This is an optimization exercise on Yosys and OpenROAD, whose aim is small area, a short achievable clock period and few clock cycles, not a production implementation. In this exercise RTL edits were held to simulation tests only and were not proved equivalent to the original. Power figures rest on the tool's default switching activity, not on a simulated workload.

**flow/design.v**
```verilog
package rv_pkg;
    typedef enum logic [7-1:0] {
        OP_REG    = 7'b0110011,
        OP_IMM    = 7'b0010011,
        OP_LOAD   = 7'b0000011,
        OP_STORE  = 7'b0100011,
        OP_BRANCH = 7'b1100011,
        OP_JAL    = 7'b1101111,
        OP_JALR   = 7'b1100111,
        OP_LUI    = 7'b0110111
    } opcode_t;
    typedef enum logic [3:0] {
        ALU_ADD  = 4'b0000,
        ALU_SUB  = 4'b0001,
        ALU_AND  = 4'b0010,
        ALU_OR   = 4'b0011,
        ALU_XOR  = 4'b0100,
        ALU_SLL  = 4'b0101,
        ALU_SRL  = 4'b0110,
        ALU_SRA  = 4'b0111,
        ALU_SLT  = 4'b1000,
        ALU_SLTU = 4'b1001,
        ALU_BEQ  = 4'b1010,    
        ALU_BNE  = 4'b1011,
        ALU_BLT  = 4'b1100,
        ALU_BGE  = 4'b1101,
        ALU_BLTU = 4'b1110,
        ALU_BGEU = 4'b1111
    } alu_op_t;
    typedef enum logic [1:0] {
        WB_ALU = 2'd0,
        WB_MEM = 2'd1,
        WB_PC4 = 2'd2         
    } wb_src_t;
    typedef enum logic [1:0] {
        LSU_IDLE = 2'd0,
        LSU_WAIT = 2'd1,
        LSU_DONE = 2'd2
    } lsu_state_t;
endpackage
`timescale 1ns/1ns
module fetch_unit (
    input  logic                clk,
    input  logic                rst,
    input  logic                stall,
    input  logic                take_branch,
    input  logic [32-1:0] target,
    output logic [32-1:0] pc,
    output logic [32-1:0] pc_plus4
);
    logic [32-1:0] pc_next;
    assign pc_plus4 = pc + 32'd4;
    always_comb begin
        if (stall) begin
            pc_next = pc;
        end else if (take_branch) begin
            pc_next = target;
        end else begin
            pc_next = pc_plus4;
        end
    end
    always_ff @(posedge clk or posedge rst) begin
        if (rst) begin
            pc <= 32'h0000_0000;
        end else begin
            pc <= pc_next;
        end
    end
endmodule
`timescale 1ns/1ns
module decoder (
    input  logic [31:0]     instr,
    output rv_pkg::alu_op_t alu_op,
    output logic            reg_write,
    output logic            alu_src,
    output logic            mem_read,
    output logic            mem_write,
    output logic            branch,
    output logic            jump,
    output logic            jump_reg,
    output logic            use_zero_rs1,
    output rv_pkg::wb_src_t wb_src
);
    rv_pkg::opcode_t           opcode;
    logic [2:0]                funct3;
    logic                      funct7_b5;
    logic [5-1:0] rd;
    logic                      rd_write;
    assign opcode    = rv_pkg::opcode_t'(instr[7-1:0]);
    assign funct3    = instr[14:12];
    assign funct7_b5 = instr[30];      
    assign rd        = instr[11:7];
    assign reg_write = rd_write && (rd != '0);
    always_comb begin
        alu_op       = rv_pkg::ALU_ADD;
        rd_write     = 1'b0;
        alu_src      = 1'b0;
        mem_read     = 1'b0;
        mem_write    = 1'b0;
        branch       = 1'b0;
        jump         = 1'b0;
        jump_reg     = 1'b0;
        use_zero_rs1 = 1'b0;
        wb_src       = rv_pkg::WB_ALU;
        case (opcode)
            rv_pkg::OP_REG, rv_pkg::OP_IMM: begin
                rd_write = 1'b1;
                alu_src  = (opcode == rv_pkg::OP_IMM);
                case (funct3)
                    3'b000: alu_op = (opcode == rv_pkg::OP_REG && funct7_b5) ?
                                     rv_pkg::ALU_SUB : rv_pkg::ALU_ADD;
                    3'b001: alu_op = rv_pkg::ALU_SLL;
                    3'b010: alu_op = rv_pkg::ALU_SLT;
                    3'b011: alu_op = rv_pkg::ALU_SLTU;
                    3'b100: alu_op = rv_pkg::ALU_XOR;
                    3'b101: alu_op = funct7_b5 ? rv_pkg::ALU_SRA : rv_pkg::ALU_SRL;
                    3'b110: alu_op = rv_pkg::ALU_OR;
                    default: alu_op = rv_pkg::ALU_AND;
                endcase
            end
            rv_pkg::OP_LOAD: begin
                rd_write = 1'b1;
                alu_src  = 1'b1;       
                mem_read = 1'b1;
                wb_src   = rv_pkg::WB_MEM;
            end
            rv_pkg::OP_STORE: begin
                alu_src   = 1'b1;
                mem_write = 1'b1;
            end
            rv_pkg::OP_BRANCH: begin
                branch = 1'b1;
                case (funct3)
                    3'b000: alu_op = rv_pkg::ALU_BEQ;
                    3'b001: alu_op = rv_pkg::ALU_BNE;
                    3'b100: alu_op = rv_pkg::ALU_BLT;
                    3'b101: alu_op = rv_pkg::ALU_BGE;
                    3'b110: alu_op = rv_pkg::ALU_BLTU;
                    3'b111: alu_op = rv_pkg::ALU_BGEU;
                    default: alu_op = rv_pkg::ALU_ADD;    
                endcase
            end
            rv_pkg::OP_JAL: begin
                rd_write = 1'b1;
                jump     = 1'b1;
                wb_src   = rv_pkg::WB_PC4;
            end
            rv_pkg::OP_JALR: begin
                rd_write = 1'b1;
                alu_src  = 1'b1;
                jump     = 1'b1;
                jump_reg = 1'b1;       
                wb_src   = rv_pkg::WB_PC4;
            end
            rv_pkg::OP_LUI: begin
                rd_write     = 1'b1;
                alu_src      = 1'b1;
                use_zero_rs1 = 1'b1;   
            end
            default: ;                 
        endcase
    end
endmodule
`timescale 1ns/1ns
module imm_gen (
    input  logic [31:0]         instr,
    output logic [32-1:0] imm
);
    rv_pkg::opcode_t opcode;
    logic            sign;
    assign opcode = rv_pkg::opcode_t'(instr[7-1:0]);
    assign sign   = instr[31];
    always_comb begin
        case (opcode)
            rv_pkg::OP_IMM, rv_pkg::OP_LOAD, rv_pkg::OP_JALR: begin
                imm = {{20{sign}}, instr[31:20]};
            end
            rv_pkg::OP_STORE: begin
                imm = {{20{sign}}, instr[31:25], instr[11:7]};
            end
            rv_pkg::OP_BRANCH: begin
                imm = {{20{sign}}, instr[7], instr[30:25], instr[11:8], 1'b0};
            end
            rv_pkg::OP_JAL: begin
                imm = {{12{sign}}, instr[19:12], instr[20], instr[30:21], 1'b0};
            end
            rv_pkg::OP_LUI: begin
                imm = {instr[31:12], 12'b0};
            end
            default: begin
                imm = '0;              
            end
        endcase
    end
endmodule
`timescale 1ns/1ns
module alu (
    input  logic [32-1:0] op_a,
    input  logic [32-1:0] op_b,
    input  rv_pkg::alu_op_t     alu_op,
    output logic [32-1:0] result,
    output logic                branch_true
);
    logic signed [32-1:0] op_a_s;
    logic signed [32-1:0] op_b_s;
    logic [4:0]                 shamt;
    assign op_a_s = op_a;
    assign op_b_s = op_b;
    assign shamt  = op_b[4:0];
    always_comb begin
        result      = '0;
        branch_true = 1'b0;
        case (alu_op)
            rv_pkg::ALU_ADD:  result = op_a + op_b;
            rv_pkg::ALU_SUB:  result = op_a - op_b;
            rv_pkg::ALU_AND:  result = op_a & op_b;
            rv_pkg::ALU_OR:   result = op_a | op_b;
            rv_pkg::ALU_XOR:  result = op_a ^ op_b;
            rv_pkg::ALU_SLL:  result = op_a << shamt;
            rv_pkg::ALU_SRL:  result = op_a >> shamt;
            rv_pkg::ALU_SRA:  result = op_a_s >>> shamt;
            rv_pkg::ALU_SLT:  result = {{(32-1){1'b0}}, op_a_s < op_b_s};
            rv_pkg::ALU_SLTU: result = {{(32-1){1'b0}}, op_a < op_b};
            rv_pkg::ALU_BEQ:  branch_true = (op_a == op_b);
            rv_pkg::ALU_BNE:  branch_true = (op_a != op_b);
            rv_pkg::ALU_BLT:  branch_true = (op_a_s < op_b_s);
            rv_pkg::ALU_BGE:  branch_true = (op_a_s >= op_b_s);
            rv_pkg::ALU_BLTU: branch_true = (op_a < op_b);
            rv_pkg::ALU_BGEU: branch_true = (op_a >= op_b);
            default: ;
        endcase
    end
endmodule
`timescale 1ns/1ns
module reg_file (
    input  logic                      clk,
    input  logic                      rst,
    input  logic [5-1:0] rs1,
    input  logic [5-1:0] rs2,
    input  logic [5-1:0] rd,
    input  logic [32-1:0]       wdata,
    input  logic                      we,
    output logic [32-1:0]       rdata1,
    output logic [32-1:0]       rdata2
);
    logic [32-1:0] regs [32];
    assign rdata1 = regs[rs1];
    assign rdata2 = regs[rs2];
    always_ff @(posedge clk or posedge rst) begin
        if (rst) begin
            for (int i = 0; i < 32; i++) begin
                regs[i] <= '0;
            end
        end else if (we && rd != '0) begin
            regs[rd] <= wdata;
        end
    end
endmodule
`timescale 1ns/1ns
module lsu_wb (
    input  logic                clk,
    input  logic                rst,
    input  logic                mem_read,
    input  logic                mem_write,
    input  logic [32-1:0] addr,
    input  logic [32-1:0] wdata,
    output logic                stall,
    output logic [32-1:0] load_data,
    output logic                wb_cyc,
    output logic                wb_stb,
    output logic                wb_we,
    output logic [32-1:0] wb_adr,
    output logic [32-1:0] wb_dat_o,
    input  logic [32-1:0] wb_dat_i,
    input  logic                wb_ack
);
    rv_pkg::lsu_state_t  state;
    rv_pkg::lsu_state_t  state_nxt;
    logic                start;
    logic                we_q;
    logic [32-1:0] adr_q;
    logic [32-1:0] dat_q;
    logic [32-1:0] rdata_q;
    assign start = (state == rv_pkg::LSU_IDLE) && (mem_read || mem_write);
    assign stall = start || (state == rv_pkg::LSU_WAIT);
    always_comb begin
        case (state)
            rv_pkg::LSU_IDLE: state_nxt = start ? rv_pkg::LSU_WAIT : rv_pkg::LSU_IDLE;
            rv_pkg::LSU_WAIT: state_nxt = wb_ack ? rv_pkg::LSU_DONE : rv_pkg::LSU_WAIT;
            default:          state_nxt = rv_pkg::LSU_IDLE;    
        endcase
    end
    always_ff @(posedge clk or posedge rst) begin
        if (rst) begin
            state <= rv_pkg::LSU_IDLE;
            we_q  <= 1'b0;
        end else begin
            state <= state_nxt;
            if (start) we_q <= mem_write;
        end
    end
    always_ff @(posedge clk) begin
        if (start) begin
            adr_q <= addr;
            dat_q <= wdata;
        end
        if (state == rv_pkg::LSU_WAIT && wb_ack) rdata_q <= wb_dat_i;
    end
    assign wb_cyc    = (state == rv_pkg::LSU_WAIT);
    assign wb_stb    = wb_cyc;
    assign wb_we     = wb_cyc && we_q;
    assign wb_adr    = adr_q;
    assign wb_dat_o  = dat_q;
    assign load_data = rdata_q;
endmodule
`timescale 1ns/1ns
module riscv_core (
    input  logic                clk,
    input  logic                rst,
    output logic [32-1:0] imem_addr,
    input  logic [31:0]         imem_data,
    output logic                wb_cyc,
    output logic                wb_stb,
    output logic                wb_we,
    output logic [32-1:0] wb_adr,
    output logic [32-1:0] wb_dat_o,
    input  logic [32-1:0] wb_dat_i,
    input  logic                wb_ack
);
    logic [32-1:0]       pc;
    logic [32-1:0]       pc_plus4;
    logic [32-1:0]       target;
    logic                      take_branch;
    logic [5-1:0] rs1_addr;
    logic [5-1:0] rs2_addr;
    logic [5-1:0] rd_addr;
    logic [32-1:0]       rs1_data;
    logic [32-1:0]       rs2_data;
    logic [32-1:0]       rd_wdata;
    logic                      rf_we;
    logic [32-1:0]       imm;
    logic [32-1:0]       op_a;
    logic [32-1:0]       op_b;
    logic [32-1:0]       alu_result;
    logic                      branch_true;
    rv_pkg::alu_op_t           alu_op;
    rv_pkg::wb_src_t           wb_src;
    logic                      reg_write;
    logic                      alu_src;
    logic                      mem_read;
    logic                      mem_write;
    logic                      branch;
    logic                      jump;
    logic                      jump_reg;
    logic                      use_zero_rs1;
    logic                      stall;
    logic [32-1:0]       load_data;
    assign imem_addr = pc;
    assign rs1_addr  = imem_data[19:15];
    assign rs2_addr  = imem_data[24:20];
    assign rd_addr   = imem_data[11:7];
    fetch_unit u_fetch (
        .clk(clk), .rst(rst), .stall(stall), .take_branch(take_branch),
        .target(target), .pc(pc), .pc_plus4(pc_plus4)
    );
    decoder u_dec (
        .instr(imem_data), .alu_op(alu_op), .reg_write(reg_write), .alu_src(alu_src),
        .mem_read(mem_read), .mem_write(mem_write), .branch(branch), .jump(jump),
        .jump_reg(jump_reg), .use_zero_rs1(use_zero_rs1), .wb_src(wb_src)
    );
    imm_gen u_imm (.instr(imem_data), .imm(imm));
    reg_file u_rf (
        .clk(clk), .rst(rst), .rs1(rs1_addr), .rs2(rs2_addr), .rd(rd_addr),
        .wdata(rd_wdata), .we(rf_we), .rdata1(rs1_data), .rdata2(rs2_data)
    );
    assign op_a = use_zero_rs1 ? '0 : rs1_data;
    assign op_b = alu_src ? imm : rs2_data;
    alu u_alu (
        .op_a(op_a), .op_b(op_b), .alu_op(alu_op),
        .result(alu_result), .branch_true(branch_true)
    );
    assign take_branch = (branch && branch_true) || jump;
    assign target      = jump_reg ? {alu_result[32-1:1], 1'b0} : pc + imm;
    lsu_wb u_lsu (
        .clk(clk), .rst(rst), .mem_read(mem_read), .mem_write(mem_write),
        .addr(alu_result), .wdata(rs2_data), .stall(stall), .load_data(load_data),
        .wb_cyc(wb_cyc), .wb_stb(wb_stb), .wb_we(wb_we), .wb_adr(wb_adr),
        .wb_dat_o(wb_dat_o), .wb_dat_i(wb_dat_i), .wb_ack(wb_ack)
    );
    always_comb begin
        case (wb_src)
            rv_pkg::WB_MEM: rd_wdata = load_data;
            rv_pkg::WB_PC4: rd_wdata = pc_plus4;
            default:        rd_wdata = alu_result;
        endcase
    end
    assign rf_we = reg_write && !stall;    
endmodule
```
**flow/run.sh**
```bash
#!/bin/bash
# synth_recipe.tcl (not shown) runs the flow's synth.tcl, then flattens the netlist and writes it again
# the make line also repeats each setting of config.mk as NAME=value (left out here)
make -C /OpenROAD-flow-scripts/flow DESIGN_CONFIG=/design/flow/config.mk WORK_HOME=/design/flow/orfs CLKGATE_MAP_FILE= SYNTH_SCRIPT=/design/flow/synth_recipe.tcl finish
```
**flow/config.mk**
```make
export PLATFORM = sky130hd
export DESIGN_NAME = riscv_core
export DESIGN_NICKNAME = riscv_core
export VERILOG_FILES = /design/flow/design.v
export SDC_FILE = /design/flow/constraint.sdc
export NUM_CORES = 4
export LEC_CHECK = 0
export CAP_MARGIN = 20
export CORE_MARGIN = 2
export CORE_UTILIZATION = 40
export SLEW_MARGIN = 20
```
**flow/constraint.sdc**
```tcl
create_clock -name core_clock -period 12.0 [get_ports {clk}]
set_input_delay 2.4000 -clock core_clock [delete_from_list [all_inputs] [get_ports {clk}]]
set_output_delay 2.4000 -clock core_clock [all_outputs]
set_load 0.01 [all_outputs]
```
==> summary.md <==
| Metric | Value |
|---|---|
| Total gr overflow | `0` |
| I/O Buffers | `165` |
| First-pass GRT wire length | `577,000 µm` |
| RSZ-0062 raised after global routing | `no` |
| Least-Margin Pin Slew | `1330 ps` |
| Nets@finish | `8,602` |
| PwrDens | `126 nW/µm²` |
| Max Fanout on Critical Path | `31` |
| Initial antenna violation count | `29` |
| Remaining DRCs | `0` |
| Worst hold path class | `reg -> reg` |
| Post-synth EDFFs | `96` |
| Max clock buf depth | `3` |
| Vias in the first global route | `70,500` |
| Avg Cell Area, Syn | `8.17 µm²` |
| Critical Path End | `u_rf.regs[14][29]` |
| Crit. End Element | `flip-flop` |
| Overall routed net length | `419,000 µm` |
| Die H | `423 µm` |
| Critical path startpoint | `imem_data[21]` |
| Max Cap Viol | `0` |
| Ys flop type | `dfrtp_1` |
| Critical Path RT | `12,700 ps` |
| Final core occ | `45.7%` |
| Critical path class | `in -> reg` |
| # IOs | `166` |
| Area of the multi-input gates | `37,500 µm²` |
| Worst hold start | `u_rf.regs[0][18]` |
| Post-route antenna net violation count | `0` |
| H-tree depth | `4` |
| FF-to-FF path depth | `20` |
| Critical path data arrival time | `11,800 ps` |
| Mapped Nets | `8,787` |
| Largest net degree at the start of global routing | `164` |
| Fmax | `0.0901 GHz` |
| Hold-fix buffers, CTS | `0` |
| Worst reg2reg path endpoint | `u_rf.regs[14][29]` |
| Clk_skew | `37.6 ps` |
| Async set-reset flop share out of synthesis | `91.7%` |
| Post-DR wirelength/cell | `38.7 µm` |
| Cell row count | `153` |
| Lkg Pwr | `33.2 nW` |
| Mapped Cells | `8,582` |
| Final hold violations | `0` |
| Worst skew pair latency | `830 ps` |
| Worst r2r src | `u_rf.regs[24][4]` |
| Post-synthesis cell type count | `107` |
| R2R Setup Slk | `4480 ps` |
| Period minus WS final | `11,100 ps` |
| Max Slew Vio Count | `0` |
| Core area | `174,000 µm²` |
| Vias/cell | `7.06` |
| First-iteration detailed-routing DRC count | `14,200` |
| TNS Setup | `0 ps` |
| Worst slack, placed | `778 ps` |
| GP Congestion | `1.08` |
| Pre-Repair DR Iteration Count | `12` |
| Slew margin rel. | `11.2%` |
| Maximum vdd drop | `147 µV` |
| Final HPWL DP | `279,000 µm` |
| Clock transition at path regs | `60 ps` |
| CP peak stage delay | `1130 ps` |
| Post-CTS Setup Bufs | `0` |
| # setup viols final | `0` |
| P&R area growth vs syn | `13.4%` |
| Layout cells sized above 1 | `10.2%` |
| Top Family by Delay on Critical Path | `compound AO/OA/AOI/OAI gates` |
| Register area | `29,400 µm²` |
| Clk root buf | `clkbuf_16` |
| Post-cts sizing count | `0` |
| TritonCTS clock tree | `done` |
| Die ar. | `179,000 µm²` |
| Max stage delay cell, worst path | `nor2_4` |
| CP Buf/Inv Count | `3` |
| Cts bufs inserted | `138` |
| Yosys warning count | `8` |
| Cell mode on critical path | `a21oi_1` |
| Crit-path cells | `clkdlybuf4s50_1 > nand2_1 > nor2_4 > buf_4 > a22oi_1 > nand2_1 > nor4_1 > a21oi_1 > o21ai_0 > ha_1 > a21oi_1 > o21ai_0 > a21oi_1 > o221ai_1 > a311oi_1 > nor3_1 > o31ai_1 > o21bai_1 > a21oi_1 > o211ai_1 > a21oi_1 > a31oi_2 > buf_4 > mux2_2` |
| Status | `complete, no violations` |
| Fillers | `17,200` |
| Startpoint Class | `primary input` |
| Clock Sinks | `1,155` |
| Power, Total | `9.98 mW` |
| CP Depth | `24` |
| Fin Hold WS | `400 ps` |
| Initial core utilization | `40.3%` |
| Gr usage total | `45.5%` |
| Synthesized flop and latch total | `1,155` |
| Seq/Total Area, Yosys | `41.9%` |
| Crit share post-route | `92.5%` |
| Final setup margin | `895 ps` |
| WHS Path Cells | `0` |
| Die Wd | `423 µm` |
| Vias | `76,500` |
| Post-Synthesis Cell Area | `70,100 µm²` |
-- layout by cell type, fill, tap and decap left out, drive strengths merged, types with 28 or more instances in the layout --
| cell | n |
|---|---|
| nand2 | 1255 |
| o21ai | 1153 |
| dfrtp | 1059 |
| nand3 | 960 |
| a22oi | 415 |
| a21oi | 377 |
| nor2 | 347 |
| buf | 332 |
| nand4 | 265 |
| clkbuf | 199 |
| nor3 | 195 |
| inv | 174 |
| clkdlybuf4s50 | 160 |
| ha | 135 |
| and3 | 109 |
| mux2 | 103 |
| a211oi | 100 |
| edfxtp | 96 |
| nor4 | 93 |
| a31oi | 77 |
| o31ai | 66 |
| xnor2 | 54 |
| o211ai | 50 |
| mux2i | 48 |
| a21o | 38 |
| a221oi | 35 |
| a32oi | 34 |
| nand2b | 33 |
| and2 | 31 |
| nor2b | 30 |
| a22o | 28 |
| a2111oi | 28 |
-- cell usage after synthesis (99+ instances only) --
cell,number,area (µm²)
a211oi_1,99,743
a21oi_1,375,1880
a22oi_1,415,3120
and3_1,109,682
buf_2,119,596
clkbuf_1,589,2210
dfrtp_1,1059,26500
ha_1,135,1690
inv_1,155,582
mux2_2,102,1150
nand2_1,1255,4710
nand3_1,960,4800
nand4_1,265,1660
nor2_1,345,1290
nor3_1,194,971
o21ai_0,1106,5540
-- final cells by class --
class | count | area share [%]
diodes | 15 | 0.0472
clock buffers | 199 | 5.09
clock inverters | 43 | 0.595
inverters | 164 | 0.779
multi-input cells | 6446 | 47.2
flip-flops and latches | 1155 | 37.0
well taps | 2325 | 3.66
repair buffers | 492 | 5.69
-- kinds of logic after synthesis --
kind of cell	Yosys count	synth area share (%)
compound gates	2635	23.3
xor+xnor	79	0.987
fa+ha+maj	138	2.49
buf+inv	981	5.69
flops	1155	41.9
mux	151	2.36
simple gates	3443	23.2
-- layer usage --
layer,routed length (µm),vias to the layer above,track usage (%)
met5,270,-,0.161
met4,33600,30,28.8
met3,56300,1717,16.2
met2,168000,6479,63.1
met1,162000,37200,59.9
li1,-,31100,-
-- worst register-to-register path: stages, from the launching register on --
cell and delay, ps:
dfrtp_1 410, nand3_1 80, a2111oi_0 1060, a2111oi_0 200
nand4_1 200, o22a_1 400, o21ai_4 180, ha_1 430
inv_1 170, a211oi_1 80, or2_2 410, a311oi_1 880
nor3_1 210, o31ai_1 580, o21bai_1 160, a21oi_1 180
o211ai_1 100, a21oi_1 630, a31oi_2 380, buf_4 350
mux2_2 320
-- power breakdown --
part	total, mW	internal, mW	switching (mW)
Clock	4.34	2.48	1.86
Combinational	1.45	0.403	1.05
Sequential	4.20	4.03	0.164
-- sequential cells by signal, summed over array words and instances, names as in the netlist --
name and count:
u_rf.regs 1024, u_fetch.pc 32, u_lsu.state 2, u_lsu.dat_q 32
u_lsu.rdata_q 32, u_lsu.adr_q 32, u_lsu.we_q 1
-- worst min-delay path by stage --
stage | to | slack [ps]
after floorplan | u_rf.regs[0][3] | 440
after global placement | u_rf.regs[0][30] | 380
after detailed placement | u_rf.regs[0][13] | 380
after CTS | u_rf.regs[0][13] | 400
after global routing | u_rf.regs[0][17] | 410
final | u_rf.regs[0][18] | 400
-- through the flow --
stage / cells / instance area [µm²]
detailed placement: 10600 / 74900
CTS: 10800 / 79400
finish: 10800 / 79500
global placement: 10600 / 74900
global route: 10800 / 79500
floorplan: 8582 / 70100
Testbench counts, summed over its fixed seeds: cycles 28,332.

-- port drivers added, routing unchanged --
The results above use ideal ports. As a check the final layout listed here was re-extracted and re-timed, cells and wires unchanged. Step 1 assumes that a clkbuf_16 drives the clock port and a buf_2 every other input. Step 2 adds t to the input delays and takes it off the output delays; t is the mean of the earliest and latest rising clock arrival at the registers after step 1. Input paths then give back, and output paths get back, about the clock's delay inside the block. Three values: ideal, step 1, step 2; two values: the first two.
t (ns): 0.915
setup slack, ns: 0.895 / 0.971 / 0.055
cell pins on the clock port's net: 1
After both steps setup and hold are still met in this run. The setup slack of this run moves by +0.076 ns with the drivers and by -0.840 ns with both steps.
